From an optimization exercise on the open Yosys and OpenROAD flow, aimed at small area, a short achievable clock period and few clock cycles per item; shortcuts taken in it are not production practice. In this exercise RTL edits were held to simulation tests only and were not proved equivalent to the original. Power is estimated from default activity; no workload was simulated.

## flow/design.v (module list and top-level ports; edited modules follow where they fit)
// module wcsg_csr: 70 lines
// module wcsg_div_stage: 161 lines
// module wcsg_fade_rom: 2077 lines
// module wcsg_scale_rom: 35 lines
// module wcsg_step_rom: 189 lines
// module wcsg_serializer: 102 lines
// module wheel_color_strip_generator_top: 215 lines
module wheel_color_strip_generator_top
(
   input  logic        clock,
   input  logic        reset,
   input  logic        req_tvalid,
   output logic        req_tready,
   input  logic [63:0] req_tdata,    
   output logic        rsp_tvalid,
   input  logic        rsp_tready,
   output logic [31:0] rsp_tdata,    
   output logic        rsp_tlast,    
   input  logic        csr_psel,
   input  logic        csr_penable,
   input  logic        csr_pwrite,
   input  logic [4:0]  csr_paddr,
   input  logic [31:0] csr_pwdata,
   output logic [31:0] csr_prdata,
   output logic        csr_pready
);
  // ...
==> flow/run.sh <==
#!/bin/bash
# synth_recipe.tcl (not shown) runs the flow's synth.tcl, then flattens the netlist and writes it again
# the make line also repeats each setting of config.mk as NAME=value (left out here)
make -C /OpenROAD-flow-scripts/flow DESIGN_CONFIG=/design/flow/config.mk WORK_HOME=/design/flow/orfs CLKGATE_MAP_FILE= SYNTH_SCRIPT=/design/flow/synth_recipe.tcl finish
==> flow/config.mk <==
export PLATFORM = sky130hd
export DESIGN_NAME = wheel_color_strip_generator_top
export DESIGN_NICKNAME = wheel_color_strip_generator_top
export VERILOG_FILES = /design/flow/design.v
export SDC_FILE = /design/flow/constraint.sdc
export NUM_CORES = 4
export LEC_CHECK = 0
export CAP_MARGIN = 20
export CORE_MARGIN = 2
export CORE_UTILIZATION = 55
export CTS_BUF_LIST = sky130_fd_sc_hd__clkbuf_4
export SLEW_MARGIN = 40
export SYNTH_MEMORY_MAX_BITS = 16384
==> flow/constraint.sdc <==
create_clock -name core_clock -period 22.0 [get_ports {clock}]
set_input_delay 4.4000 -clock core_clock [delete_from_list [all_inputs] [get_ports {clock}]]
set_output_delay 4.4000 -clock core_clock [all_outputs]
set_load 0.01 [all_outputs]
==> qor.txt, run 1 <==
worst hold start: u_csr.ps_zero
Final GP Congestion: 1.041
Post-CTS Hold Fix Bufs: 0
chip height: 259.0 µm
Worst VDD drop: 0.0001782 V
area of the multi-input gates: 24150 µm²
clock buffers: 148
most frequent cells in the layout: nand2_1 (398), nor2_1 (396), inv_1 (393)
Most used DFF post-synth: edfxtp_1
core box area: 64350 µm²
die width: 259.0 µm
count of cell types in the netlist: 102
Root Buffer: clkbuf_4
vias after detailed routing: 30780
clk pwr: 0.596 mW
combinational share of power: 0.723
row count: 93
dpl hpwl: 75.40 mm
met3 wire length: 8.239 mm
R2R cell count: 35
Worst path depth: 5
status: complete, no violations
CP cell instances: clkdlybuf4s50_1, and2_1, a22oi_1, o221ai_1, clkdlybuf4s50_1
FILL cells: 5971
hold path cells: 2
Buf/Inv on CP: 2
Testbench counts, summed over its fixed seeds: cycles 19,520, items 3,072.
==> run 2: changes to the inputs <==
--- a/flow/config.mk
+++ b/flow/config.mk
@@ -10,4 +10,5 @@
 export CORE_UTILIZATION = 55
 export CTS_BUF_LIST = sky130_fd_sc_hd__clkbuf_4
-export SLEW_MARGIN = 40
+export CTS_CLUSTER_SIZE = 30
+export SLEW_MARGIN = 60
 export SYNTH_MEMORY_MAX_BITS = 16384
==> qor.txt, run 2 <==
fin nets: 4824
Worst Skew: 57.55 ps
Hold/Removal Path Class: reg2reg
largest area contributor in the netlist: edfxtp_1
pwr/cell area: 152.2 nW/µm²
DIE AREA: 67070 µm²
crit path time final: 10760 ps
PortBufs: 119
DR pass1 iterations: 6
GR Overflow Total: 0
setup TNS: 0 ps
final wirelength: 103.2 mm
Antenna Nets Post-Route: 0
R2R Setup Slk: 12630 ps
post-CTS sizing: 0
largest net degree at the start of global routing: 105
share of the synthesized area in the top cell type: 0.2083
H-tree Lvls: 3
Syn. warnings: 5
number of synthesized register bits: 339
clk sink count: 339
core box area: 64350 µm² (unchanged)
drt drc: 0
final setup vio count: 0
EDFF count, synth: 248
GRT Util Overall: 0.3072
count of cell types in the netlist: 102 (unchanged)
Most used DFF post-synth: edfxtp_1
layout cells sized above 1: 0.09144
most frequent cells in the layout: nand2_1 (398), nor2_1 (394), inv_1 (389)
Leakage Power: 16.59 nW
Worst EP required: 17600 ps
top-count cell post-synth: nor2_1
per-cell routed wire length: 20.08 µm
crit-path max FO: 21
CTS tree: done
crit end category: primary output
row count: 93 (unchanged)
fmax: 92.92 MHz
# IOs: 176
worst skew pair latency: 850 ps
R2R cell count: 34 (-2.9%)
Critical Path AT: 6360 ps
crit start category: primary input
Crit Reg-Reg Startpoint: m_qf_ff[0]
number of global-route vias before repair: 29890
max capacitance violation total: 0
Post-CTS Hold Fix Bufs: 0 (unchanged)
worst hold start: u_div.bw_ff[1]
status: complete, no violations
final worst-path cycle share: 0.4892
starting DRC count in detailed routing: 2651
Hold Path Sink: m_qw_ff[4]
Seq/Total Area, Yosys: 0.2592
top flop regs: u_div.af_ff x30, u_div.aw_ff x30
FILL cells: 5951 (-0.33%)
Reg clk slew, reported paths: 70 ps
Post-CTS Setup Bufs: 0
leading post-synthesis cells by cell area: edfxtp_1 (21%), ha_1 (11%), fa_1 (9.9%), dfxtp_1 (5.1%), mux2i_1 (4.6%)
die width: 259.0 µm (unchanged)
final hold viol count: 0
mapped cell area: 35760 µm²
Post-Synthesis Cells: 4141
Vias/cell: 5.987
unrepaired setup endpoints after global routing: false
vias after detailed routing: 30790 (+0.029%)
RR Endpoint: acc_ff[16]
chip height: 259.0 µm (unchanged)
Worst VDD drop: 0.0001801 V (+1.1%)
Clock Tree Buf Depth: 3
Final Power: 5.955 mW
max-slew violations: 0
asr flop ratio synth: 0
area grow syn2layout: 9.413%
Final GP Congestion: 1.041 (unchanged)
dpl hpwl: 75.78 mm (+0.50%)
Initial Utilization: 0.5557
worst-margin pin slew: 629.7 ps
Root Buffer: clkbuf_4
first-pass GRT wire length: 163.4 mm
CP Class: in2out
Final Core Density: 0.6080
post-synthesis area per instance: 8.635 µm²
most common cell after layout, fill and taps aside: nand2_1
hold path cells: 0 (-2)
Num CTS Buffers: 94
list of most frequent post-synthesis cells: nor2_1 (400), nand2_1 (398), inv_1 (393), ha_1 (326), a21oi_1 (298)
Slew HR: 0.5786
initial antenna violation count: 10
run 2: cell types whose count changed in the layout (fill, tap and decap cells not counted), sizes merged, moves of 2 or more:
cell	change
clkinv	-4
clkbuf	-2
clkinvlp	+3
buf	+14
clkdlybuf4s50	-2
run 2: cell type report:
class                   count  area (µm²)  area share
flip-flops and latches    339        9275      0.2371
well taps                 855        1070     0.02735
diodes                      1       2.502  0.00006397
inverters                 397        1491     0.03812
multi-input cells        3192       24260      0.6201
repair buffers            189        1793     0.04583
clock buffers             145        1089     0.02782
clock inverters            25       142.6    0.003646
run 2: where the power goes:
| group | leakage (nW) | switching, mW | total (mW) | internal [mW] |
|---|---|---|---|---|
| clock network | 0.721 | 0.286 | 0.597 | 0.311 |
| logic | 12.6 | 2.63 | 4.34 | 1.72 |
| registers | 3.30 | 0.0792 | 1.01 | 0.935 |
| total | 16.6 | 2.99 | 5.95 | 2.96 |
run 2: layer usage:
layer	track usage	vias to the layer above	wire (µm)
li1	-	14650	-
met1	0.4021	14570	43440
met2	0.4916	1259	46740
met3	0.06864	298	8781
met4	0.1265	18	4160
met5	0.004986	-	121
run 2: cells by family (layout without fill, tap and decap cells):
group                      Yosys count  count (layout)  synth area share
buffers and inverters              644             756           0.07195
AOI/OAI and AO/OA                  983             983            0.1811
other                                2              37         0.0002100
xor gates and xnor gates           157             157           0.03867
adders and majority gates          503             503            0.2132
and+or+nand+nor                   1279            1279            0.1654
DFF                                339             339            0.2592
muxes                              234             234           0.07027
run 2: worst max path at each step:
stage / startpoint / to / slack [ps] / cells after the start
2_1_floorplan: csr_paddr[2] / csr_prdata[2] / 11920 / 6
3_3_place_gp: csr_paddr[2] / csr_prdata[4] / 10520 / 5
4_1_cts: csr_paddr[2] / csr_prdata[4] / 11280 / 5
3_5_place_dp: csr_paddr[2] / csr_prdata[4] / 11290 / 5
6_report: csr_paddr[2] / csr_prdata[3] / 11240 / 5
5_1_grt: csr_paddr[2] / csr_prdata[4] / 11140 / 5
run 2: through the flow:
stage               hold WS, ps  setup slack, ps  std cells  instance area [µm²]
global route              466.7            11140       5143                39120
finish                    458.5            11240       5143                39120
floorplan                 400.3            11920       4175                35880
global placement          438.2            10520       4959                37560
CTS                       451.1            11280       5141                39060
detailed placement        440.8            11290       4971                37830
run 2: worst max-delay path: stages:
cell	delay, ps
buf_2	410
and2_1	430
a22oi_1	150
o221ai_1	350
clkdlybuf4s50_1	620
==> run 3: changes to the inputs <==
--- a/flow/config.mk
+++ b/flow/config.mk
@@ -8,7 +8,6 @@
 export CAP_MARGIN = 20
 export CORE_MARGIN = 2
-export CORE_UTILIZATION = 55
+export CORE_UTILIZATION = 65
 export CTS_BUF_LIST = sky130_fd_sc_hd__clkbuf_4
-export CTS_CLUSTER_SIZE = 30
-export SLEW_MARGIN = 60
+export SLEW_MARGIN = 40
 export SYNTH_MEMORY_MAX_BITS = 16384
==> qor.txt, run 3 <==
status: complete, no violations
met3 wire length: 10.93 mm (+25%)
layout cells sized above 1: 0.08095 (-0.01048)
Post-Synthesis Cells: 4141 (unchanged)
crit start category: primary input
top-count cell post-synth: nor2_1
worst hold start: u_div.bw_ff[2]
crit path time final: 11280 ps (+514.6 ps)
Crit Reg-Reg Startpoint: m_qf_ff[0]
number of global-route vias before repair: 30410 (+1.7%)
row count: 85 (-8.6%)
final worst-path cycle share: 0.5126 (+0.02339)
leading post-synthesis cells by cell area: edfxtp_1 (21%), ha_1 (11%), fa_1 (9.9%), dfxtp_1 (5.1%), mux2i_1 (4.6%)
final wirelength: 104.4 mm (+1.1%)
Worst Skew: 40.38 ps (-17.17 ps)
Clock Tree Buf Depth: 3 (unchanged)
top flop regs: u_div.af_ff x30, u_div.aw_ff x30
post-CTS sizing: 0 (unchanged)
Final Worst Setup Slack: 10720 ps (-514.6 ps)
number of synthesized register bits: 339 (unchanged)
Antenna Nets Post-Route: 0 (unchanged)
Slew HR: 0.3606 (-0.2180)
Place WS: 10800 ps (-488.6 ps)
area grow syn2layout: 8.178%
most common cell after layout, fill and taps aside: nand2_1
share of the synthesized area in the top cell type: 0.2083 (unchanged)
first-pass GRT wire length: 164.4 mm (+0.57%)
Final GP Congestion: 1.057 (+1.6%)
R2R Setup Slk: 11970 ps (-660 ps)
die width: 238.5 µm (-7.9%)
starting DRC count in detailed routing: 3430 (+29%)
Initial Utilization: 0.6605 (+0.1049)
unrepaired setup endpoints after global routing: false
crit-path max FO: 19 (-9.5%)
Most used DFF post-synth: edfxtp_1
post-synthesis area per instance: 8.635 µm² (unchanged)
Leakage Power: 16.52 nW (-0.42%)
list of most frequent post-synthesis cells: nor2_1 (400), nand2_1 (398), inv_1 (393), ha_1 (326), a21oi_1 (298)
Reg clk slew, reported paths: 70 ps (about the same)
setup TNS: 0 ps (unchanged)
worst-margin pin slew: 956.2 ps (+326.4 ps)
Post-CTS Hold Fix Bufs: 0 (unchanged)
dpl hpwl: 75.66 mm (-0.15%)
most frequent cells in the layout: nand2_1 (398), nor2_1 (395), inv_1 (392)
pwr/cell area: 154.6 nW/µm² (+1.6%)
Syn. warnings: 5 (unchanged)
Post-Layout Cell Count: 4972 (-3.3%)
Hold/Removal Path Class: reg2reg
design area: 38680 µm² (-1.1%)
initial antenna violation count: 4 (-6)
met2 wire len: 47.06 mm (+0.69%)
max-slew violations: 0 (unchanged)
core box area: 54130 µm² (-16%)
CP Class: in2out
fmax: 88.68 MHz (-4.6%)
GR Overflow Total: 0 (unchanged)
crit end category: primary output
Seq/Total Area, Yosys: 0.2592 (unchanged)
Post-DP Area: 37410 µm² (-1.1%)
DR top layer: met5
largest net degree at the start of global routing: 139 (+32%)
Num CTS Buffers: 92 (-2.1%)
Worst VDD drop: 0.0001404 V (-22%)
met1 WL: 41.77 mm (-3.8%)
asr flop ratio synth: 0 (unchanged)
PortBufs: 119 (unchanged)
placed cells: 4799 (-3.5%)
CTS tree: done
GRT Util Overall: 0.3671 (+0.05994)
vias after detailed routing: 31630 (+2.7%)
max capacitance violation total: 0 (unchanged)
# IOs: 176 (unchanged)
DR pass1 iterations: 6 (unchanged)
Root Buffer: clkbuf_4
mapped cell area: 35760 µm² (unchanged)
Post-CTS Setup Bufs: 0 (unchanged)
drt drc: 0 (unchanged)
Critical Path AT: 6880 ps (+520 ps)
EDFF count, synth: 248 (unchanged)
worst skew pair latency: 850 ps (about the same)
chip height: 238.5 µm (-7.9%)
final setup vio count: 0 (unchanged)
clk sink count: 339 (unchanged)
DIE AREA: 56900 µm² (-15%)
H-tree Lvls: 3 (unchanged)
final hold viol count: 0 (unchanged)
largest area contributor in the netlist: edfxtp_1
worst setup path startpoint: csr_paddr[3]
per-cell routed wire length: 20.99 µm (+4.6%)
Vias/cell: 6.362 (+6.3%)
Worst EP required: 17600 ps (about the same)
fin nets: 4808 (-0.33%)
count of cell types in the netlist: 102 (unchanged)
## run 3: cell counts after synthesis
No cell type changed its count.
## run 3: cell type report
type / instances / area (µm²)
inverters: 397 / 1490
fillers: 4224 / 15450
repair buffers: 175 / 1625
clock inverters: 32 / 216.5
flip-flops and latches: 339 / 9273
diodes: 2 / 5.005
multi-input cells: 3192 / 24160
well taps: 696 / 870.8
clock buffers: 139 / 1044
## run 3: logic make-up (layout without fill, tap and decap cells)
group / after synthesis / count (layout) / share of synthesized area
AND/OR/NAND/NOR: 1279 / 1279 / 0.1654
AO/OA/AOI/OAI: 983 / 983 / 0.1811
buffers and inverters: 644 / 743 / 0.07195
adder cells (fa/ha/maj): 503 / 503 / 0.2132
flip-flops: 339 / 339 / 0.2592
multiplexers: 234 / 234 / 0.07027
XOR/XNOR: 157 / 157 / 0.03867
other: 2 / 38 / 0.0002100
## run 3: metrics by stage
step,hold slack [ps],util,power (mW)
after floorplan,400.3,-,4.167
after global placement,433.0,0.6904,5.135
after detailed placement,447.2,0.6910,5.225
after CTS,450.6,0.7143,5.861
after global routing,472.8,0.7145,6.426
final,446.1,0.7145,5.980
## run 3: routing by layer
layer	up-vias	GRT usage
met4	4	0.1597
met3	356	0.08614
li1	14610	-
met1	14950	0.4820
met2	1721	0.5819
met5	-	0
## run 3: worst paths after layout
path,to,cells after the start
max,csr_prdata[4],5
min,m_qw_ff[5],0
max reg2reg,acc_ff[16],35
min reg2reg,m_qw_ff[5],0
## run 3: critical path: stages
cell,delay (ps)
clkdlybuf4s50_1,970
and2_1,470
a22oi_1,170
o221ai_1,250
clkdlybuf4s50_1,610
## run 3: power by group
part           switching [mW]  leakage (nW)  internal [mW]
sequential              0.108          3.30          0.936
clock                   0.291         0.750          0.325
combinational            2.62          12.5           1.70
==> module wheel_color_strip_generator_top, before the edit <==
module wheel_color_strip_generator_top
(
   input  logic        clock,
   input  logic        reset,
   input  logic        req_tvalid,
   output logic        req_tready,
   input  logic [63:0] req_tdata,    
   output logic        rsp_tvalid,
   input  logic        rsp_tready,
   output logic [31:0] rsp_tdata,    
   output logic        rsp_tlast,    
   input  logic        csr_psel,
   input  logic        csr_penable,
   input  logic        csr_pwrite,
   input  logic [4:0]  csr_paddr,
   input  logic [31:0] csr_pwdata,
   output logic [31:0] csr_prdata,
   output logic        csr_pready
);
   localparam logic [1:0] TIMING_STAGGERED = 2'd1;
   localparam logic [1:0] TIMING_LOCAL     = 2'd2;
   localparam logic [1:0] TIMING_ALTERNATE = 2'd3;
   logic [7:0] pattern_speed;
   logic [7:0] fade_speed;
   logic       fade_synced;
   logic [7:0] brightness_scale;
   logic [1:0] timing_mode;
   logic [1:0] inside_mode;
   logic [7:0] own_address;
   logic [7:0] node_count;
   logic [7:0]  ps_eff;
   logic        d_ready, d_last, d_load;
   logic        ps_zero;
   logic [7:0]  offset_ff;
   logic [2:0]  ocnt_ff;
   logic [7:0]  oacc_ff, oacc_next;
   logic [7:0]  d_qw;
   logic [8:0]  d_qf;
   logic        ser_take;
   logic        m_take, m_done;
   logic        m_busy_ff;
   logic [2:0]  m_cnt_ff;
   logic [7:0]  m_qw_ff;
   logic [8:0]  m_qf_ff;
   logic [16:0] acc_ff;
   logic [20:0] acc_sum;
   logic [3:0]  nib;
   logic [16:0] fade_rom_value;
   logic [16:0] scale;           
   logic        bright_write;
   logic        sc_busy_ff;
   logic [2:0]  sc_cnt_ff;
   logic [9:0]  v_ff, v_new;
   logic [16:0] scale_new;
   logic [16:0] mcand, acc_in;
   logic        fade_one;
   logic [8:0]  step_val;
   logic [7:0]  offset;
   logic [7:0]  item_base;
   logic [16:0] item_bright;
   wcsg_csr u_csr (
      .clock            (clock),
      .reset            (reset),
      .csr_psel         (csr_psel),
      .csr_penable      (csr_penable),
      .csr_pwrite       (csr_pwrite),
      .csr_paddr        (csr_paddr),
      .csr_pwdata       (csr_pwdata),
      .csr_prdata       (csr_prdata),
      .csr_pready       (csr_pready),
      .pattern_speed    (pattern_speed),
      .fade_speed       (fade_speed),
      .fade_synced      (fade_synced),
      .brightness_scale (brightness_scale),
      .timing_mode      (timing_mode),
      .inside_mode      (inside_mode),
      .own_address      (own_address),
      .node_count       (node_count),
      .ps_zero          (ps_zero)
   );
   assign ps_eff = {pattern_speed[7:1], pattern_speed[0] | ps_zero};
   assign m_done     = (m_cnt_ff == 3'd4);
   assign m_take     = !m_busy_ff || (m_done && ser_take);
   assign req_tready = d_ready;
   assign d_load     = req_tvalid && d_ready;
   wcsg_div_stage u_div (
      .clock    (clock),
      .reset    (reset),
      .load     (d_load),
      .take_out (m_take),
      .num_w_in ((timing_mode == TIMING_LOCAL) ? req_tdata[31:0] : req_tdata[63:32]),
      .num_f_in (fade_synced ? req_tdata[63:32] : req_tdata[31:0]),
      .ps       (ps_eff),
      .fs       (fade_speed),
      .ready    (d_ready),
      .last     (d_last),
      .q_w      (d_qw),
      .q_f      (d_qf)
   );
   wcsg_fade_rom u_fade_rom (
      .idx   (m_qf_ff),
      .value (fade_rom_value)
   );
   assign bright_write = csr_psel && csr_penable && csr_pwrite && (csr_paddr[4:2] == 3'd3);
   wcsg_scale_rom u_scale_rom (
      .c     (acc_ff[14:5]),
      .v     (v_ff),
      .x     (acc_ff[16:5]),
      .v_new (v_new),
      .scale (scale_new)
   );
   always_ff @(posedge clock) begin
      if (reset) begin
         sc_busy_ff <= 1'b0;
         scale      <= 17'd65536;
      end else if (bright_write) begin
         sc_busy_ff <= 1'b1;
         sc_cnt_ff  <= 3'd0;
      end else if (sc_busy_ff) begin
         sc_cnt_ff <= sc_cnt_ff + 3'd1;
         if (sc_cnt_ff == 3'd2) begin
            v_ff <= v_new;
         end
         if (sc_cnt_ff == 3'd5) begin
            sc_busy_ff <= 1'b0;
            scale      <= scale_new;
         end
      end
   end
   assign fade_one = (fade_speed == 8'd0) || fade_rom_value[16];
   always_comb begin
      case (m_cnt_ff[1:0])
         2'd0:    nib = fade_rom_value[3:0];
         2'd1:    nib = fade_rom_value[7:4];
         2'd2:    nib = fade_rom_value[11:8];
         default: nib = fade_rom_value[15:12];
      endcase
      mcand  = scale;
      acc_in = acc_ff;
      if (sc_busy_ff) begin
         case (sc_cnt_ff)
            3'd0:    begin mcand = 17'd25701; nib = brightness_scale[3:0]; acc_in = 17'd0; end
            3'd1:    begin mcand = 17'd25701; nib = brightness_scale[7:4]; end
            3'd2:    begin mcand = 17'd70255; nib = v_new[3:0]; acc_in = 17'd0; end
            3'd3:    begin mcand = 17'd70255; nib = v_ff[7:4]; end
            default: begin mcand = 17'd70255; nib = {2'd0, v_ff[9:8]}; end
         endcase
      end
      acc_sum = 21'(acc_in) + 21'(mcand) * 21'(nib);
   end
   always_ff @(posedge clock) begin
      if (reset) begin
         m_busy_ff <= 1'b0;
      end else if (m_take) begin
         m_busy_ff <= d_last;
      end
   end
   always_ff @(posedge clock) begin
      if (sc_busy_ff && (sc_cnt_ff <= 3'd4)) begin
         acc_ff   <= acc_sum[20:4];
      end else if (m_take) begin
         acc_ff   <= 17'd0;
      end else if (!m_done) begin
         acc_ff   <= acc_sum[20:4];
      end
      if (m_take) begin
         m_cnt_ff <= 3'd0;
         m_qw_ff  <= d_qw;
         m_qf_ff  <= d_qf;
      end else if (!m_done) begin
         m_cnt_ff <= m_cnt_ff + 3'd1;
      end
   end
   wcsg_step_rom u_step_rom (
      .idx   (node_count),
      .value (step_val)
   );
   always_ff @(posedge clock) begin
      if (reset || (csr_psel && csr_penable && csr_pwrite)) begin
         ocnt_ff <= 3'd0;
      end else begin
         ocnt_ff <= ocnt_ff + 3'd1;
      end
   end
   always_comb begin
      oacc_next = ((ocnt_ff == 3'd0) ? 8'd0 : {oacc_ff[6:0], 1'b0})
                + (own_address[~ocnt_ff] ? step_val[7:0] : 8'd0);
      case (timing_mode)
         TIMING_STAGGERED: offset = oacc_next;
         TIMING_ALTERNATE: offset = own_address[0] ? 8'd0 : 8'd128;
         default:          offset = 8'd0;
      endcase
      item_base   = m_qw_ff + offset_ff;
      item_bright = fade_one ? scale : acc_ff;
   end
   always_ff @(posedge clock) begin
      oacc_ff <= oacc_next;
      if (ocnt_ff == 3'd7) begin
         offset_ff <= offset;
      end
   end
   wcsg_serializer u_ser (
      .clock       (clock),
      .reset       (reset),
      .inside_mode (inside_mode),
      .item_valid  (m_busy_ff && m_done),
      .item_base   (item_base),
      .item_bright (item_bright),
      .item_take   (ser_take),
      .rsp_tvalid  (rsp_tvalid),
      .rsp_tready  (rsp_tready),
      .rsp_tdata   (rsp_tdata),
      .rsp_tlast   (rsp_tlast)
   );
endmodule
==> run 4: changes to the inputs <==
--- a/flow/design.v
+++ b/flow/design.v
@@ -2685,5 +2685,5 @@
    logic        sc_busy_ff;
    logic [2:0]  sc_cnt_ff;
-   logic [9:0]  v_ff, v_new;
+   logic [9:0]  v_new;
    logic [16:0] scale_new;
    logic [16:0] mcand, acc_in;
@@ -2739,5 +2739,5 @@
    wcsg_scale_rom u_scale_rom (
       .c     (acc_ff[14:5]),
-      .v     (v_ff),
+      .v     (scale[9:0]),
       .x     (acc_ff[16:5]),
       .v_new (v_new),
@@ -2754,5 +2754,5 @@
          sc_cnt_ff <= sc_cnt_ff + 3'd1;
          if (sc_cnt_ff == 3'd2) begin
-            v_ff <= v_new;
+            scale <= 17'(v_new);      
          end
          if (sc_cnt_ff == 3'd5) begin
@@ -2777,6 +2777,6 @@
             3'd1:    begin mcand = 17'd25701; nib = brightness_scale[7:4]; end
             3'd2:    begin mcand = 17'd70255; nib = v_new[3:0]; acc_in = 17'd0; end
-            3'd3:    begin mcand = 17'd70255; nib = v_ff[7:4]; end
-            default: begin mcand = 17'd70255; nib = {2'd0, v_ff[9:8]}; end
+            3'd3:    begin mcand = 17'd70255; nib = scale[7:4]; end
+            default: begin mcand = 17'd70255; nib = {2'd0, scale[9:8]}; end
          endcase
       end
--- a/flow/config.mk
+++ b/flow/config.mk
@@ -8,6 +8,7 @@
 export CAP_MARGIN = 20
 export CORE_MARGIN = 2
-export CORE_UTILIZATION = 65
+export CORE_UTILIZATION = 55
 export CTS_BUF_LIST = sky130_fd_sc_hd__clkbuf_4
-export SLEW_MARGIN = 40
+export CTS_CLUSTER_SIZE = 30
+export SLEW_MARGIN = 60
 export SYNTH_MEMORY_MAX_BITS = 16384
==> qor.txt, run 4 <==
status: complete, no violations
Vias/cell: 6.028 (-5.3%)
row count: 93 (+9.4%)
CTS tree: done
Worst EP required: 17600 ps (about the same)
most used cell, CP: clkdlybuf4s50_1
initial antenna violation count: 4 (unchanged)
crit start category: primary input
fmax: 93.08 MHz (+5.0%)
CP top delay family: buffers and inverters
post-synthesis area per instance: 8.742 µm² (+1.3%)
starting DRC count in detailed routing: 2701 (-21%)
crit end category: primary output
most common cell after layout, fill and taps aside: nor2_1
CP cell instances: clkdlybuf4s50_1, and2_1, a221oi_1, a21oi_1, clkdlybuf4s50_1
Most used DFF post-synth: edfxtp_1
RR Endpoint: acc_ff[16]
final worst-path cycle share: 0.4883 (-0.02424)
GR Overflow Total: 0 (unchanged)
FILL cells: 5877 (+39%)
leading post-synthesis cells by cell area: edfxtp_1 (20%), ha_1 (11%), fa_1 (9.9%), dfxtp_1 (5.1%), mux2i_1 (5.1%)
worst-margin pin slew: 641.5 ps (-314.7 ps)
unrepaired setup endpoints after global routing: false
H-tree Lvls: 3 (unchanged)
largest net degree at the start of global routing: 131 (-5.8%)
mapped cell area: 35680 µm² (-0.22%)
final hold viol count: 0 (unchanged)
setup TNS: 0 ps (unchanged)
count of cell types in the netlist: 103 (+0.98%)
Worst path slowest cell: clkdlybuf4s50_1
first-pass GRT wire length: 165.9 mm (+0.95%)
Initial Utilization: 0.5545 (-0.1061)
clk sink count: 329 (-2.9%)
share of the synthesized area in the top cell type: 0.2003 (-0.007964)
layout cells sized above 1: 0.09927 (+0.01831)
R2R cell count: 34 (-2.9%)
post-CTS sizing: 0 (unchanged)
pwr/cell area: 153.7 nW/µm² (-0.60%)
PortBufs: 119 (unchanged)
Leakage Power: 16.61 nW (+0.52%)
worst setup path startpoint: csr_paddr[4]
Syn. warnings: 5 (unchanged)
dpl hpwl: 77.59 mm (+2.6%)
fin nets: 4764 (-0.92%)
crit path time final: 10740 ps (-533.2 ps)
asr flop ratio synth: 0 (unchanged)
Reg clk slew, reported paths: 60 ps (about the same)
DR pass1 iterations: 8 (+2)
Post-CTS Setup Bufs: 0 (unchanged)
Clock Tree Buf Depth: 3 (unchanged)
worst skew pair latency: 900 ps (+50 ps)
crit-path max FO: 15 (-4)
number of synthesized register bits: 329 (-2.9%)
Post-CTS Hold Fix Bufs: 0 (unchanged)
max capacitance violation total: 0 (unchanged)
EDFF count, synth: 238 (-4.0%)
Slew HR: 0.5724 (+0.2118)
final wirelength: 104.8 mm (+0.41%)
Worst Skew: 79.80 ps (+39.42 ps)
Hold/Removal Path Class: reg2reg
CP peak stage delay: 770 ps (-200 ps)
# IOs: 176 (unchanged)
Worst VDD drop: 0.0001443 V (+2.8%)
Final GP Congestion: 1.062 (+0.48%)
crit path to: csr_prdata[7]
top-count cell post-synth: nor2_1
Root Buffer: clkbuf_4
list of most frequent post-synthesis cells: nor2_1 (378), inv_1 (367), ha_1 (327), nand2_1 (312), a21oi_1 (296)
max-slew violations: 0 (unchanged)
area of the multi-input gates: 24600 µm² (+1.8%)
final setup vio count: 0 (unchanged)
core box area: 64350 µm² (+19%)
Post-Synthesis Cells: 4081 (-1.4%)
R2R Setup Slk: 12530 ps (+560 ps)
number of global-route vias before repair: 29590 (-2.7%)
Buf/Inv on CP: 2 (unchanged)
Crit Reg-Reg Startpoint: m_qf_ff[1]
placed cells: 4908 (+2.3%)
Seq. cell area: 8975 µm² (-3.2%)
Worst path depth: 5 (unchanged)
chip height: 258.7 µm (+8.4%)
Critical Path AT: 6340 ps (-540 ps)
die width: 258.7 µm (+8.4%)
Antenna Nets Post-Route: 0 (unchanged)
per-cell routed wire length: 20.60 µm (-1.9%)
GRT Util Overall: 0.3131 (-0.05396)
top flop regs: u_div.af_ff x30, u_div.aw_ff x30
CP Class: in2out
vias after detailed routing: 30670 (-3.0%)
most frequent cells in the layout: nor2_1 (372), inv_1 (366), ha_1 (321)
worst hold start: u_ser.region_ff[1]
Seq/Total Area, Yosys: 0.2514 (-0.007853)
area grow syn2layout: 9.427%
Final Power: 6.000 mW (+0.33%)
DIE AREA: 66920 µm² (+18%)
Num CTS Buffers: 92 (unchanged)
largest area contributor in the netlist: edfxtp_1
Post-Layout Cell Count: 5088 (+2.3%)
drt drc: 0 (unchanged)
run 4: worst min-delay path by stage:
stage / end / slack, ps / depth (start not counted)
detailed placement: u_ser.oreg_ff[1] / 420 / 0
floorplan: u_ser.oreg_ff[0] / 400 / 0
CTS: u_ser.oreg_ff[1] / 430 / 0
global placement: u_ser.oreg_ff[0] / 410 / 0
finish: u_ser.oreg_ff[1] / 430 / 0
global route: u_ser.oreg_ff[1] / 460 / 0
run 4: final cells by class:
type                    count  area share
diodes                      2   0.0001282
multi-input cells        3167      0.6301
well taps                 855     0.02740
repair buffers            188     0.04500
inverters                 374     0.03602
clock buffers             134     0.02577
flip-flops and latches    329      0.2299
clock inverters            39    0.005705
run 4: layer usage:
metal	share of wire	GRT usage	vias to the layer above
met4	0.032	0.09923	2
met3	0.091	0.08421	285
met1	0.44	0.4275	14560
met2	0.44	0.4836	1282
met5	0.00012	0	-
li1	-	-	14550
run 4: where the power goes:
| group | internal [mW] | total [mW] | leakage (nW) | switching (mW) |
|---|---|---|---|---|
| registers | 0.917 | 1.00 | 3.21 | 0.0860 |
| logic | 1.75 | 4.41 | 12.7 | 2.66 |
| clock network | 0.297 | 0.589 | 0.730 | 0.291 |
| total | 2.96 | 6.00 | 16.6 | 3.04 |
run 4: kinds of logic (layout without fill, tap and decap cells):
| kind of cell | count (synthesis) | in the layout | synth area share |
|---|---|---|---|
| DFF | 329 | 329 | 0.2514 |
| buffers and inverters | 619 | 735 | 0.07003 |
| other | 2 | 38 | 0.0002105 |
| xor gates and xnor gates | 159 | 159 | 0.03945 |
| adders and majority gates | 504 | 504 | 0.2140 |
| and+or+nand+nor | 1171 | 1171 | 0.1550 |
| muxes | 276 | 276 | 0.08245 |
| AOI/OAI and AO/OA | 1021 | 1021 | 0.1875 |
run 4: stage by stage:
step / worst slack [ps] / hold slack, ps / util / area [µm²]
3_3_place_gp: 10490 / 410.0 / 0.5813 / 37410
3_5_place_dp: 11280 / 415.2 / 0.5857 / 37690
6_report: 11260 / 430.3 / 0.6067 / 39040
2_1_floorplan: 11850 / 400.3 / - / 35810
4_1_cts: 11260 / 433.8 / 0.6048 / 38920
5_1_grt: 11140 / 455.2 / 0.6067 / 39040
Testbench counts of run 4, summed over its fixed seeds: cycles 19,520, items 3,072.
==> run 5: changes to the inputs <==
--- a/flow/config.mk
+++ b/flow/config.mk
@@ -11,4 +11,4 @@
 export CTS_BUF_LIST = sky130_fd_sc_hd__clkbuf_4
 export CTS_CLUSTER_SIZE = 30
-export SLEW_MARGIN = 60
+export SLEW_MARGIN = 75
 export SYNTH_MEMORY_MAX_BITS = 16384
==> qor.txt, run 5 <==
Hold/Removal Path Class: reg2reg
Final Worst Setup Slack: 11460 ps (+205.7 ps)
DR pass1 iterations: 9 (+1)
initial antenna violation count: 5 (+1)
GR Overflow Total: 0 (unchanged)
core box area: 64350 µm² (unchanged)
final wirelength: 106.5 mm (+1.6%)
FILL cells: 5676 (-3.4%)
fmax: 94.90 MHz (+2.0%)
Most used DFF post-synth: edfxtp_1
Post-CTS Hold Fix Bufs: 0 (unchanged)
Cell Int Power: 3.203 mW (+8.2%)
Worst EP required: 17600 ps (about the same)
status: complete, no violations
H-tree Lvls: 3 (unchanged)
most frequent cells in the layout: inv_1 (358), nor2_1 (354), ha_1 (307)
CTS tree: done
Clock Tree Buf Depth: 3 (unchanged)
Clock power frac: 0.095 (-0.003)
Place WS: 11470 ps (+189.9 ps)
row count: 93 (unchanged)
GRT Util Overall: 0.3146 (+0.001416)
unrepaired setup endpoints after global routing: false
Post-DP Area: 38810 µm² (+3.0%)
post-CTS sizing: 0 (unchanged)
largest net degree at the start of global routing: 60 (-54%)
asr flop ratio synth: 0 (unchanged)
final setup vio count: 0 (unchanged)
Flop pwr share: 0.155 (-0.012)
area of the multi-input gates: 25370 µm² (+3.1%)
design area: 40660 µm² (+4.1%)
most common cell after layout, fill and taps aside: inv_1
crit-path max FO: 25 (+10)
# IOs: 176 (unchanged)
Initial Utilization: 0.5545 (unchanged)
worst skew pair latency: 900 ps (about the same)
Reg clk slew, reported paths: 60 ps (about the same)
combinational share of power: 0.750 (+0.015)
count of cell types in the netlist: 103 (unchanged)
chip height: 258.7 µm (unchanged)
fin nets: 4857 (+2.0%)
Net Sw Power: 3.210 mW (+5.6%)
Post-Synthesis Cells: 4081 (unchanged)
vias after detailed routing: 31240 (+1.9%)
Critical Path AT: 6140 ps (-200 ps)
Worst Skew: 106.7 ps (+26.89 ps)
Post-CTS Setup Bufs: 0 (unchanged)
number of global-route vias before repair: 30240 (+2.2%)
switching share of power: 0.5006 (-0.006150)
first-pass GRT wire length: 167.0 mm (+0.64%)
list of most frequent post-synthesis cells: nor2_1 (378), inv_1 (367), ha_1 (327), nand2_1 (312), a21oi_1 (296)
post-synthesis area per instance: 8.742 µm² (unchanged)
EDFF count, synth: 238 (unchanged)
DIE AREA: 66920 µm² (unchanged)
max capacitance violation total: 0 (unchanged)
dpl hpwl: 79.53 mm (+2.5%)
setup TNS: 0 ps (unchanged)
Vias/cell: 6.019 (-0.15%)
crit end category: primary output
Seq/Total Area, Yosys: 0.2514 (unchanged)
clk sink count: 329 (unchanged)
share of the synthesized area in the top cell type: 0.2003 (unchanged)
die width: 258.7 µm (unchanged)
largest area contributor in the netlist: edfxtp_1
mapped cell area: 35680 µm² (unchanged)
crit start category: primary input
Final Power: 6.414 mW (+6.9%)
max-slew violations: 0 (unchanged)
area grow syn2layout: 13.96%
worst setup path startpoint: csr_paddr[2]
CP Class: in2out
layout cells sized above 1: 0.1564 (+0.05712)
Final GP Congestion: 1.062 (unchanged)
pwr/cell area: 157.7 nW/µm² (+2.6%)
leading post-synthesis cells by cell area: edfxtp_1 (20%), ha_1 (11%), fa_1 (9.9%), dfxtp_1 (5.1%), mux2i_1 (5.1%)
Syn. warnings: 5 (unchanged)
top-count cell post-synth: nor2_1
Worst VDD drop: 0.0001398 V (-3.1%)
Post-Layout Cell Count: 5190 (+2.0%)
drt drc: 0 (unchanged)
final worst-path cycle share: 0.4790 (-0.009350)
Antenna Nets Post-Route: 0 (unchanged)
placed cells: 4985 (+1.6%)
Num CTS Buffers: 97 (+5.4%)
Seq. cell area: 8997 µm² (+0.25%)
starting DRC count in detailed routing: 2853 (+5.6%)
Root Buffer: clkbuf_4
top flop regs: u_div.af_ff x30, u_div.aw_ff x30
PortBufs: 119 (unchanged)
Crit Reg-Reg Startpoint: m_qf_ff[1]
crit path time final: 10540 ps (-205.7 ps)
worst hold start: u_ser.region_ff[0]
final hold viol count: 0 (unchanged)
per-cell routed wire length: 20.51 µm (-0.42%)
Leakage Power: 17.24 nW (+3.8%)
number of synthesized register bits: 329 (unchanged)
## run 5: changes by cell type in the layout (fill, tap and decap cells not counted), moves of 12 or more
cell / previous run / this run
mux2i_2: 0 / 20
mux2i_1: 180 / 160
ha_2: 6 / 18
buf_8: 1 / 13
nor2_1: 372 / 354
ha_1: 321 / 307
o21ai_0: 208 / 189
buf_2: 5 / 62
nor2_2: 2 / 19
## run 5: final timing paths
| kind | slack, ps | endpoint | depth (start not counted) |
|---|---|---|---|
| worst min register to register | 420 | u_ser.oreg_ff[0] | 0 |
| worst min-delay path | 420 | u_ser.oreg_ff[0] | 0 |
| worst max register to register | 12760 | acc_ff[16] | 36 |
| worst max-delay path | 11460 | csr_prdata[0] | 4 |
## run 5: worst max-delay path, cell delays in order
cell	delay (ps)
buf_4	290
mux4_2	590
mux2_2	330
clkdlybuf4s50_1	510
## run 5: metal layers
metal | global-route usage | routed length (µm) | vias up
li1 | - | - | 14750
met1 | 0.4305 | 46510 | 14820
met2 | 0.4851 | 46440 | 1347
met3 | 0.07707 | 9597 | 321
met4 | 0.1108 | 3898 | 0
met5 | 0 | 0 | -
## run 5: power by group through the flow
stage / sequential, mW / combinational [mW] / clock, mW
2_1_floorplan: 0.980 / 3.17 / 0
3_3_place_gp: 1.04 / 4.14 / 0
3_5_place_dp: 1.00 / 4.49 / 0
4_1_cts: 0.990 / 4.52 / 0.629
5_1_grt: 1.01 / 5.22 / 0.657
6_report: 0.993 / 4.81 / 0.608
## run 5: per-stage QoR
step	hold WS, ps	utilization
final	418.8	0.6319
after global routing	449.5	0.6317
after CTS	422.5	0.6232
after detailed placement	414.7	0.6032
after global placement	410.0	0.5813
after floorplan	400.3	-
## run 5: cells by family (layout without fill, tap and decap cells)
| group | Yosys count | after routing | share of synthesized area |
|---|---|---|---|
| AO/OA/AOI/OAI | 1021 | 1021 | 0.1875 |
| flip-flops | 329 | 329 | 0.2514 |
| adder cells (fa/ha/maj) | 504 | 504 | 0.2140 |
| multiplexers | 276 | 276 | 0.08245 |
| AND/OR/NAND/NOR | 1171 | 1171 | 0.1550 |
| other | 2 | 42 | 0.0002105 |
| XOR/XNOR | 159 | 159 | 0.03945 |
| buffers and inverters | 619 | 833 | 0.07003 |
## run 5: final cells by class
type | count | share of cell area
multi-input combinational | 3167 | 0.6239
clock buffer | 143 | 0.02640
inverter | 374 | 0.03480
tap | 855 | 0.02631
clock inverter | 40 | 0.005324
timing repair buffer | 276 | 0.06164
sequential | 329 | 0.2213
antenna | 6 | 0.0003693
==> run 6: changes to the inputs <==
--- a/flow/config.mk
+++ b/flow/config.mk
@@ -11,4 +11,4 @@
 export CTS_BUF_LIST = sky130_fd_sc_hd__clkbuf_4
 export CTS_CLUSTER_SIZE = 30
-export SLEW_MARGIN = 75
+export SLEW_MARGIN = 90
 export SYNTH_MEMORY_MAX_BITS = 16384
==> qor.txt, run 6 <==
status: stopped before the end
Stop stage: detailed placement
tool error message: [ERROR DPL-0038] Utilization greater than 100%, impossible to legalize
largest area contributor in the netlist: edfxtp_1
leading post-synthesis cells by cell area: edfxtp_1 (20%), ha_1 (11%), fa_1 (9.9%), dfxtp_1 (5.1%), mux2i_1 (5.1%)
Synth Area in XOR/XNOR: 0.03945 (unchanged)
chip height: 258.7 µm (unchanged)
list of most frequent post-synthesis cells: nor2_1 (378), inv_1 (367), ha_1 (327), nand2_1 (312), a21oi_1 (296)
post-synthesis area per instance: 8.742 µm² (unchanged)
mux cell area share after synthesis: 0.08245 (unchanged)
# IOs: 176 (unchanged)
top-count cell post-synth: nor2_1
main combinational cell family by area after synthesis: adder cells
count of cell types in the netlist: 103 (unchanged)
PortBufs: 119 (unchanged)
Initial Utilization: 0.5545 (unchanged)
row count: 93 (unchanged)
die width: 258.7 µm (unchanged)
EDFF count, synth: 238 (unchanged)
Final GP Congestion: 1.062 (unchanged)
number of synthesized register bits: 329 (unchanged)
post-synthesis compound-gate area fraction: 0.1875 (unchanged)
mapped cell area: 35680 µm² (unchanged)
Syn. warnings: 5 (unchanged)
Seq/Total Area, Yosys: 0.2514 (unchanged)
Post-Synthesis Cells: 4081 (unchanged)
asr flop ratio synth: 0 (unchanged)
Post-Synth Adder-Cell Area: 0.2140 (unchanged)
Most used DFF post-synth: edfxtp_1
Post-Synth Simple-Gate Area: 0.1550 (unchanged)
share of the synthesized area in the top cell type: 0.2003 (unchanged)
## run 6: power groups by stage
stage	sequential, mW	combinational [mW]	clock [mW]
2_1_floorplan	0.980	3.17	0
3_3_place_gp	1.04	4.14	0
## run 6: how the worst min path moves through the flow
stage,from,to,slack [ps],depth (start not counted)
3_3_place_gp,u_ser.region_ff[0],u_ser.oreg_ff[0],410,0
2_1_floorplan,u_ser.region_ff[0],u_ser.oreg_ff[0],400,0
## run 6: cells by family after synthesis
logic type | count (synthesis)
flops | 329
mux | 276
other cells | 2
xor+xnor | 159
simple gates | 1171
fa+ha+maj | 504
compound gates | 1021
buf+inv | 619
==> run 7: changes to the inputs <==
--- a/flow/config.mk
+++ b/flow/config.mk
@@ -11,4 +11,4 @@
 export CTS_BUF_LIST = sky130_fd_sc_hd__clkbuf_4
 export CTS_CLUSTER_SIZE = 30
-export SLEW_MARGIN = 90
+export SLEW_MARGIN = 50
 export SYNTH_MEMORY_MAX_BITS = 16384
==> qor.txt, run 7 <==
status: complete, no violations
Buf/Inv on CP: 2
pwr/cell area: 155.0 nW/µm²
first-pass GRT wire length: 165.8 mm
post-CTS sizing: 0
area of the multi-input gates: 24490 µm²
largest net degree at the start of global routing: 131
initial antenna violation count: 6
Final GP Congestion: 1.062 (unchanged)
die width: 258.7 µm (unchanged)
crit start category: primary input
GRT Util Overall: 0.3129
CTS tree: done
list of most frequent post-synthesis cells: nor2_1 (378), inv_1 (367), ha_1 (327), nand2_1 (312), a21oi_1 (296)
CP peak stage delay: 780 ps
most used cell, CP: clkdlybuf4s50_1
Syn. warnings: 5 (unchanged)
Slew HR: 0.4464
clk sink count: 329
Post-CTS Hold Fix Bufs: 0
Clock Tree Buf Depth: 3
mapped cell area: 35680 µm² (unchanged)
vias after detailed routing: 30780
area grow syn2layout: 9.149%
Worst EP required: 17600 ps
GR Overflow Total: 0
Final Power: 6.036 mW
Initial Utilization: 0.5545 (unchanged)
RR Endpoint: acc_ff[16]
max-slew violations: 0
post-synthesis area per instance: 8.742 µm² (unchanged)
setup TNS: 0 ps
Post-CTS Setup Bufs: 0
per-cell routed wire length: 20.70 µm
Post-DP Area: 37490 µm²
final worst-path cycle share: 0.4912
Worst Skew: 72.58 ps
H-tree Lvls: 3
final hold viol count: 0
Worst VDD drop: 0.0001341 V
CP cell instances: clkdlybuf4s50_1, and2_1, a221oi_1, a21oi_1, clkdlybuf4s50_1
chip height: 258.7 µm (unchanged)
Final Core Density: 0.6052
Most used DFF post-synth: edfxtp_1
Worst path slowest cell: clkdlybuf4s50_1
fin nets: 4754
starting DRC count in detailed routing: 2670
DIE AREA: 66920 µm²
Critical Path AT: 6410 ps
crit-path max FO: 15
unrepaired setup endpoints after global routing: false
number of synthesized register bits: 329 (unchanged)
Post-Layout Cell Count: 5087
CP Class: in2out
R2R cell count: 36
Vias/cell: 6.050
count of cell types in the netlist: 103 (unchanged)
drt drc: 0
Hold Path Sink: u_ser.oreg_ff[1]
fmax: 92.55 MHz
core box area: 64350 µm²
most frequent cells in the layout: nor2_1 (373), inv_1 (366), ha_1 (326)
R2R Setup Slk: 12450 ps
Root Buffer: clkbuf_4
EDFF count, synth: 238 (unchanged)
CP top delay family: buffers and inverters
hold path cells: 0
crit end category: primary output
final wirelength: 105.3 mm
dpl hpwl: 77.06 mm
crit path time final: 10810 ps
Seq/Total Area, Yosys: 0.2514 (unchanged)
largest area contributor in the netlist: edfxtp_1
FILL cells: 5818
DR pass1 iterations: 6
placed cells: 4895
top-count cell post-synth: nor2_1
Leakage Power: 16.58 nW
Reg clk slew, reported paths: 70 ps
row count: 93 (unchanged)
Hold/Removal Path Class: reg2reg
top flop regs: u_div.af_ff x30, u_div.aw_ff x30
Num CTS Buffers: 95
max capacitance violation total: 0
PortBufs: 119 (unchanged)
share of the synthesized area in the top cell type: 0.2003 (unchanged)
Antenna Nets Post-Route: 0
worst skew pair latency: 880 ps
number of global-route vias before repair: 29540
design area: 38940 µm²
asr flop ratio synth: 0 (unchanged)
worst-margin pin slew: 830.5 ps
final setup vio count: 0
Seq. cell area: 8974 µm²
worst hold start: u_ser.region_ff[1]
layout cells sized above 1: 0.09349
leading post-synthesis cells by cell area: edfxtp_1 (20%), ha_1 (11%), fa_1 (9.9%), dfxtp_1 (5.1%), mux2i_1 (5.1%)
# IOs: 176 (unchanged)
Post-Synthesis Cells: 4081 (unchanged)
Crit Reg-Reg Startpoint: m_qf_ff[1]
most common cell after layout, fill and taps aside: nor2_1
-- run 7: cell counts after synthesis --
Identical to the previous run, type by type.
-- run 7: layout make-up --
type	count	area share
Clock buffer	137	0.02641
Tap cell	855	0.02747
Antenna cell	7	0.0004498
Inverter	374	0.03608
Timing Repair Buffer	175	0.04203
Sequential cell	329	0.2304
Clock inverter	43	0.008129
Multi-Input combinational cell	3167	0.6290
-- run 7: power by group --
group | total [mW] | internal [mW] | switching (mW)
clock | 0.639 | 0.340 | 0.299
combinational | 4.38 | 1.73 | 2.65
sequential | 1.02 | 0.917 | 0.103
total | 6.04 | 2.98 | 3.05
-- run 7: worst reg2reg max path: cells and delay by family (launching register included) --
family          cells  cell delay (ps)
flops               1              330
fa+ha+maj           5             2390
buf+inv             7             1690
simple gates        8             1650
compound gates     16             3320
-- run 7: per-layer routing --
| metal | track usage | routed length, µm | up-vias |
|---|---|---|---|
| li1 | - | - | 14510 |
| met1 | 0.4288 | 46300 | 14630 |
| met2 | 0.4791 | 45870 | 1345 |
| met3 | 0.08470 | 9496 | 292 |
| met4 | 0.1031 | 3604 | 2 |
| met5 | 0 | 9 | - |
-- run 7: how the worst max path moves through the flow --
stage          depth (start not counted)         start            end
2_1_floorplan                          6  csr_paddr[2]  csr_prdata[2]
3_3_place_gp                           4  csr_paddr[2]  csr_prdata[0]
3_5_place_dp                           5  csr_paddr[4]  csr_prdata[7]
4_1_cts                                5  csr_paddr[4]  csr_prdata[7]
5_1_grt                                5  csr_paddr[4]  csr_prdata[7]
6_report                               5  csr_paddr[4]  csr_prdata[7]
-- run 7: cell families (layout without fill, tap and decap cells) --
family	count (synthesis)	after routing	synth area share
adders and majority gates	504	504	0.2140
DFF	329	329	0.2514
other	2	43	0.0002105
xor gates and xnor gates	159	159	0.03945
AOI/OAI and AO/OA	1021	1021	0.1875
and+or+nand+nor	1171	1171	0.1550
muxes	276	276	0.08245
buffers and inverters	619	729	0.07003
-- run 7: per-stage QoR --
step | worst slack, ps | hold WS (ps)
6_report | 11190 | 417.9
4_1_cts | 11260 | 426.5
3_3_place_gp | 10490 | 410.0
3_5_place_dp | 11280 | 418.7
5_1_grt | 11140 | 434.6
2_1_floorplan | 11850 | 400.3
==> run 8: changes to the inputs <==
--- a/flow/config.mk
+++ b/flow/config.mk
@@ -9,6 +9,6 @@
 export CORE_MARGIN = 2
 export CORE_UTILIZATION = 55
-export CTS_BUF_LIST = sky130_fd_sc_hd__clkbuf_4
+export CTS_BUF_LIST = sky130_fd_sc_hd__clkbuf_8
 export CTS_CLUSTER_SIZE = 30
-export SLEW_MARGIN = 50
+export SLEW_MARGIN = 75
 export SYNTH_MEMORY_MAX_BITS = 16384
==> qor.txt, run 8 <==
max capacitance violation total: 0 (unchanged)
post-CTS sizing: 0 (unchanged)
layout cells sized above 1: 0.1424 (+0.04886)
starting DRC count in detailed routing: 2908 (+8.9%)
vias after detailed routing: 30940 (+0.52%)
Hold/Removal Path Class: reg2reg
R2R cell count: 36 (unchanged)
Post-Synth Adder-Cell Area: 0.2140 (unchanged)
Worst EP required: 17600 ps (about the same)
pwr/cell area: 158.6 nW/µm² (+2.3%)
Worst VDD drop: 0.0001368 V (+2.0%)
CP Class: in2out
fin nets: 4818 (+1.3%)
mux cell area share after synthesis: 0.08245 (unchanged)
top-count cell post-synth: nor2_1
Critical Path AT: 6150 ps (-260 ps)
Crit Reg-Reg Startpoint: m_qf_ff[0]
area grow syn2layout: 13.96%
Initial Utilization: 0.5545 (unchanged)
first-pass GRT wire length: 166.7 mm (+0.54%)
CTS tree: done
Post-Synth Simple-Gate Area: 0.1550 (unchanged)
unrepaired setup endpoints after global routing: false
Syn. warnings: 5 (unchanged)
drt drc: 0 (unchanged)
mapped cell area: 35680 µm² (unchanged)
DIE AREA: 66920 µm² (unchanged)
Leakage Power: 17.19 nW (+3.7%)
Post-CTS Hold Fix Bufs: 0 (unchanged)
GR Overflow Total: 0 (unchanged)
PortBufs: 119 (unchanged)
clk sink count: 329 (unchanged)
Final GP Congestion: 1.062 (unchanged)
list of most frequent post-synthesis cells: nor2_1 (378), inv_1 (367), ha_1 (327), nand2_1 (312), a21oi_1 (296)
crit-path max FO: 25 (+10)
Post-Synthesis Cells: 4081 (unchanged)
Reg clk slew, reported paths: 60 ps (about the same)
top flop regs: u_div.af_ff x30, u_div.aw_ff x30
Synth Area in XOR/XNOR: 0.03945 (unchanged)
DR pass1 iterations: 8 (+2)
post-synthesis area per instance: 8.742 µm² (unchanged)
number of synthesized register bits: 329 (unchanged)
most common cell after layout, fill and taps aside: inv_1
EDFF count, synth: 238 (unchanged)
largest area contributor in the netlist: edfxtp_1
worst skew pair latency: 700 ps (-180 ps)
Place WS: 11470 ps (+184.3 ps)
R2R Setup Slk: 12870 ps (+420 ps)
number of global-route vias before repair: 29890 (+1.2%)
Clock Tree Buf Depth: 3 (unchanged)
chip height: 258.7 µm (unchanged)
per-cell routed wire length: 20.72 µm (+0.11%)
crit start category: primary input
leading post-synthesis cells by cell area: edfxtp_1 (20%), ha_1 (11%), fa_1 (9.9%), dfxtp_1 (5.1%), mux2i_1 (5.1%)
# IOs: 176 (unchanged)
worst setup path startpoint: csr_paddr[2]
row count: 93 (unchanged)
max-slew violations: 0 (unchanged)
worst hold start: u_ser.region_ff[0]
Antenna Nets Post-Route: 0 (unchanged)
final worst-path cycle share: 0.4793 (-0.01184)
Num CTS Buffers: 60 (-37%)
Root Buffer: clkbuf_8
final wirelength: 106.0 mm (+0.66%)
setup TNS: 0 ps (unchanged)
asr flop ratio synth: 0 (unchanged)
core box area: 64350 µm² (unchanged)
final setup vio count: 0 (unchanged)
H-tree Lvls: 2 (-1)
Seq/Total Area, Yosys: 0.2514 (unchanged)
status: complete, no violations
Hold Path Sink: u_ser.oreg_ff[0]
most frequent cells in the layout: inv_1 (377), nor2_1 (354), ha_1 (307)
hold path cells: 0 (unchanged)
FILL cells: 5611 (-3.6%)
GRT Util Overall: 0.3133 (+0.0003957)
fmax: 94.83 MHz (+2.5%)
RR Endpoint: acc_ff[16]
Most used DFF post-synth: edfxtp_1
crit path time final: 10550 ps (-260.4 ps)
Final Worst Setup Slack: 11450 ps (+260.4 ps)
Worst Skew: 34.94 ps (-37.64 ps)
count of cell types in the netlist: 103 (unchanged)
main combinational cell family by area after synthesis: adder cells
Vias/cell: 6.048 (about the same)
die width: 258.7 µm (unchanged)
post-synthesis compound-gate area fraction: 0.1875 (unchanged)
share of the synthesized area in the top cell type: 0.2003 (unchanged)
final hold viol count: 0 (unchanged)
crit end category: primary output
Post-CTS Setup Bufs: 0 (unchanged)
largest net degree at the start of global routing: 60 (-54%)
initial antenna violation count: 4 (-2)
dpl hpwl: 79.53 mm (+3.2%)
## run 8: cell counts after synthesis
Identical to the previous run, type by type.
## run 8: logic make-up after synthesis
| group | after synthesis |
|---|---|
| compound gates | 1021 |
| xor+xnor | 159 |
| fa+ha+maj | 504 |
| buf+inv | 619 |
| flops | 329 |
| mux | 276 |
| other cells | 2 |
| simple gates | 1171 |
## run 8: stage by stage
| step | instances | utilization | area, µm² | hold slack, ps | power, mW |
|---|---|---|---|---|---|
| after global routing | 5114 | 0.6318 | 40660 | 443.1 | 6.911 |
| final | 5115 | 0.6318 | 40660 | 415.9 | 6.446 |
| after floorplan | 4115 | - | 35810 | 400.3 | 4.154 |
| after global placement | 4895 | 0.5813 | 37410 | 410.0 | 5.174 |
| after detailed placement | 4985 | 0.6032 | 38810 | 414.7 | 5.494 |
| after CTS | 5098 | 0.6236 | 40130 | 419.0 | 6.173 |
## run 8: layer usage
layer | GRT usage | part of all wire | vias up
met3 | 0.07199 | 0.090 | 296
li1 | - | - | 14600
met1 | 0.4320 | 0.44 | 14750
met2 | 0.4883 | 0.44 | 1288
met5 | 0 | 0 | -
met4 | 0.09923 | 0.034 | 0
## run 8: critical path, cell delays in order
cell and delay [ps]:
buf_4 300, mux4_2 590, mux2_2 330, clkdlybuf4s50_1 510
## run 8: area by class of cell
type | count | area [µm²] | share of cell area
Antenna cell | 3 | 7.507 | 0.0001846
Clock buffer | 64 | 880.8 | 0.02166
Clock inverter | 49 | 434.2 | 0.01068
Inverter | 374 | 1415 | 0.03481
Multi-Input combinational cell | 3167 | 25380 | 0.6243
Sequential cell | 329 | 8997 | 0.2213
Tap cell | 855 | 1070 | 0.02631
Timing Repair Buffer | 274 | 2471 | 0.06078
## run 8: how the worst max path moves through the flow
stage                     to  slack, ps  depth (start not counted)
2_1_floorplan  csr_prdata[2]      11850                          6
3_3_place_gp   csr_prdata[0]      10490                          4
3_5_place_dp   csr_prdata[0]      11470                          4
4_1_cts        csr_prdata[0]      11460                          4
5_1_grt        csr_prdata[0]      11430                          4
6_report       csr_prdata[0]      11450                          4
## run 8: power breakdown
part / switching [mW] / leakage (nW) / internal [mW]
registers: 0.0766 / 3.22 / 0.916
clock network: 0.288 / 0.740 / 0.356
logic: 2.84 / 13.2 / 1.97
==> run 9: changes to the inputs <==
--- a/flow/config.mk
+++ b/flow/config.mk
@@ -11,4 +11,4 @@
 export CTS_BUF_LIST = sky130_fd_sc_hd__clkbuf_8
 export CTS_CLUSTER_SIZE = 30
-export SLEW_MARGIN = 75
+export SLEW_MARGIN = 60
 export SYNTH_MEMORY_MAX_BITS = 16384
==> qor.txt, run 9 <==
top-count cell post-synth: nor2_1
per-cell routed wire length: 20.78 µm (+0.28%)
# IOs: 176 (unchanged)
H-tree Lvls: 2 (unchanged)
fin nets: 4732 (-1.8%)
final wirelength: 104.5 mm (-1.4%)
setup TNS: 0 ps (unchanged)
worst-margin pin slew: 635.1 ps
final worst-path cycle share: 0.4887 (+0.009327)
final hold viol count: 0 (unchanged)
status: complete, no violations
crit end category: primary output
Root Buffer: clkbuf_8
Slew HR: 0.5750
share of the synthesized area in the top cell type: 0.2003 (unchanged)
Post-CTS Setup Bufs: 0 (unchanged)
Vias/cell: 6.066 (+0.29%)
crit start category: primary input
Most used DFF post-synth: edfxtp_1
first-pass GRT wire length: 165.3 mm (-0.83%)
most frequent cells in the layout: inv_1 (384), nor2_1 (372), ha_1 (321)
Final Core Density: 0.6081 (-0.02370)
Seq/Total Area, Yosys: 0.2514 (unchanged)
Post-Synthesis Cells: 4081 (unchanged)
Num CTS Buffers: 60 (unchanged)
Flop pwr share: 0.165 (+0.011)
largest net degree at the start of global routing: 131 (+120%)
max-slew violations: 0 (unchanged)
Leakage Power: 16.62 nW (-3.3%)
Initial Utilization: 0.5545 (unchanged)
die width: 258.7 µm (unchanged)
unrepaired setup endpoints after global routing: false
post-CTS sizing: 0 (unchanged)
Final GP Congestion: 1.062 (unchanged)
post-synthesis area per instance: 8.742 µm² (unchanged)
count of cell types in the netlist: 103 (unchanged)
Worst VDD drop: 0.0001502 V (+9.8%)
crit-path max FO: 15 (-40%)
top flop regs: u_div.af_ff x30, u_div.aw_ff x30
number of global-route vias before repair: 29320 (-1.9%)
Worst EP required: 17600 ps (about the same)
layout cells sized above 1: 0.08701 (-0.05535)
largest area contributor in the netlist: edfxtp_1
number of synthesized register bits: 329 (unchanged)
dpl hpwl: 77.59 mm (-2.4%)
final setup vio count: 0 (unchanged)
Net Sw Power: 3.042 mW (-5.0%)
Post-CTS Hold Fix Bufs: 0 (unchanged)
Critical Path AT: 6350 ps (+200 ps)
Reg clk slew, reported paths: 60 ps (about the same)
initial antenna violation count: 3 (-1)
crit path time final: 10750 ps (+205.2 ps)
core box area: 64350 µm² (unchanged)
pwr/cell area: 155.0 nW/µm² (-2.2%)
area grow syn2layout: 9.683%
most common cell after layout, fill and taps aside: inv_1
Clock power frac: 0.107 (+0.007)
PortBufs: 119 (unchanged)
GRT Util Overall: 0.3113 (-0.002050)
Antenna Nets Post-Route: 0 (unchanged)
CTS tree: done
starting DRC count in detailed routing: 2828 (-2.8%)
drt drc: 0 (unchanged)
Worst Skew: 49.93 ps (+14.99 ps)
clk sink count: 329 (unchanged)
Syn. warnings: 5 (unchanged)
asr flop ratio synth: 0 (unchanged)
max capacitance violation total: 0 (unchanged)
EDFF count, synth: 238 (unchanged)
list of most frequent post-synthesis cells: nor2_1 (378), inv_1 (367), ha_1 (327), nand2_1 (312), a21oi_1 (296)
vias after detailed routing: 30500 (-1.4%)
DIE AREA: 66920 µm² (unchanged)
row count: 93 (unchanged)
switching share of power: 0.5015 (+0.004961)
GR Overflow Total: 0 (unchanged)
fmax: 93.02 MHz (-1.9%)
CP Class: in2out
DR pass1 iterations: 7 (-1)
Cell Int Power: 3.023 mW (-6.8%)
combinational share of power: 0.728 (-0.018)
Clock Tree Buf Depth: 3 (unchanged)
mapped cell area: 35680 µm² (unchanged)
leading post-synthesis cells by cell area: edfxtp_1 (20%), ha_1 (11%), fa_1 (9.9%), dfxtp_1 (5.1%), mux2i_1 (5.1%)
worst skew pair latency: 710 ps (about the same)
Hold/Removal Path Class: reg2reg
chip height: 258.7 µm (unchanged)
==> run 9: power groups by stage <==
stage / clock network (mW) / logic (mW) / registers, mW
2_1_floorplan: 0 / 3.17 / 0.980
3_3_place_gp: 0 / 4.14 / 1.04
3_5_place_dp: 0 / 4.26 / 1.01
4_1_cts: 0.661 / 4.29 / 1.00
5_1_grt: 0.686 / 4.82 / 1.02
6_report: 0.647 / 4.41 / 1.00
==> run 9: final timing paths <==
check / start / to / slack, ps / cells after the start
worst max-delay path: csr_paddr[4] / csr_prdata[7] / 11250 / 5
worst min-delay path: u_ser.region_ff[1] / u_ser.oreg_ff[1] / 430 / 0
worst max register to register: m_qf_ff[1] / acc_ff[16] / 12500 / 34
worst min register to register: u_ser.region_ff[1] / u_ser.oreg_ff[1] / 430 / 0
==> run 9: layout make-up <==
cell class                 count  area, µm²
antenna                        1      2.502
clock buffer                  65      894.6
clock inverter                49      432.9
fill                        5842      25220
inverter                     374       1406
multi-input combinational   3167      24590
sequential                   329       8975
tap                          855       1070
timing repair buffer         188       1757
==> run 9: per-layer routing <==
metal	share of wire	global-route usage
met5	0.00011	0
met4	0.032	0.09634
met3	0.090	0.07590
met2	0.44	0.4824
met1	0.44	0.4295
==> run 9: cell families after synthesis <==
logic type               count (synthesis)  synth area share
XOR/XNOR                               159           0.03945
other                                    2         0.0002105
multiplexers                           276           0.08245
flip-flops                             329            0.2514
AND/OR/NAND/NOR                       1171            0.1550
AO/OA/AOI/OAI                         1021            0.1875
adder cells (fa/ha/maj)                504            0.2140
buffers and inverters                  619           0.07003
==> run 9: through the flow <==
stage	instances	hold WS, ps	instance area (µm²)	total power [mW]	setup slack [ps]
5_1_grt	5028	441.4	39130	6.525	11140
2_1_floorplan	4115	400.3	35810	4.154	11850
6_report	5028	427.0	39130	6.065	11250
3_3_place_gp	4895	410.0	37410	5.174	10490
4_1_cts	5022	425.0	39020	5.957	11260
3_5_place_dp	4908	415.2	37690	5.277	11280
==> run 9: critical path, cell delays in order <==
cell,delay (ps)
clkdlybuf4s50_1,770
and2_1,260
a221oi_1,110
a21oi_1,230
clkdlybuf4s50_1,580

re-timing with driven ports:
No port has a modelled driver above. Below, the same layouts with a new extraction and two added sets of constraints.
Step 1 (the two cells are an assumption about what drives the block):
set clk [get_ports {clock}]
set_driving_cell -lib_cell sky130_fd_sc_hd__clkbuf_16 $clk
set_driving_cell -lib_cell sky130_fd_sc_hd__buf_2 [delete_from_list [all_inputs] $clk]
Step 2, shift: input delay + t, output delay - t, t = (earliest + latest rising clock arrival at the registers) / 2. This alone moves slack from input paths to output paths.
a / b / c = no drivers / after step 1 / after step 2; a / b = the first two.
run | t (ns) | setup slack, ns | slew at the worst register clock pin (ns)
run 1 | 0.895 | 10.699 / 10.638 / 10.638 | 0.08 / 0.08
run 2 | 0.888 | 11.238 / 11.178 / 11.178 | 0.08 / 0.08
run 3 | 0.887 | 10.724 / 10.698 / 10.698 | 0.08 / 0.08
run 4 | 0.915 | 11.257 / 11.218 / 11.218 | 0.08 / 0.08
run 5 | 0.902 | 11.463 / 11.427 / 11.427 | 0.08 / 0.08
run 7 | 0.903 | 11.195 / 11.151 / 11.151 | 0.09 / 0.09
run 8 | 0.752 | 11.455 / 11.419 / 11.419 | 0.07 / 0.07
run 9 | 0.751 | 11.250 / 11.210 / 11.210 | 0.07 / 0.07
After both steps setup and hold are still met in every run listed. For run 1, which loses most, drivers alone change the setup slack by -0.061 ns; drivers and shift together by -0.061 ns.
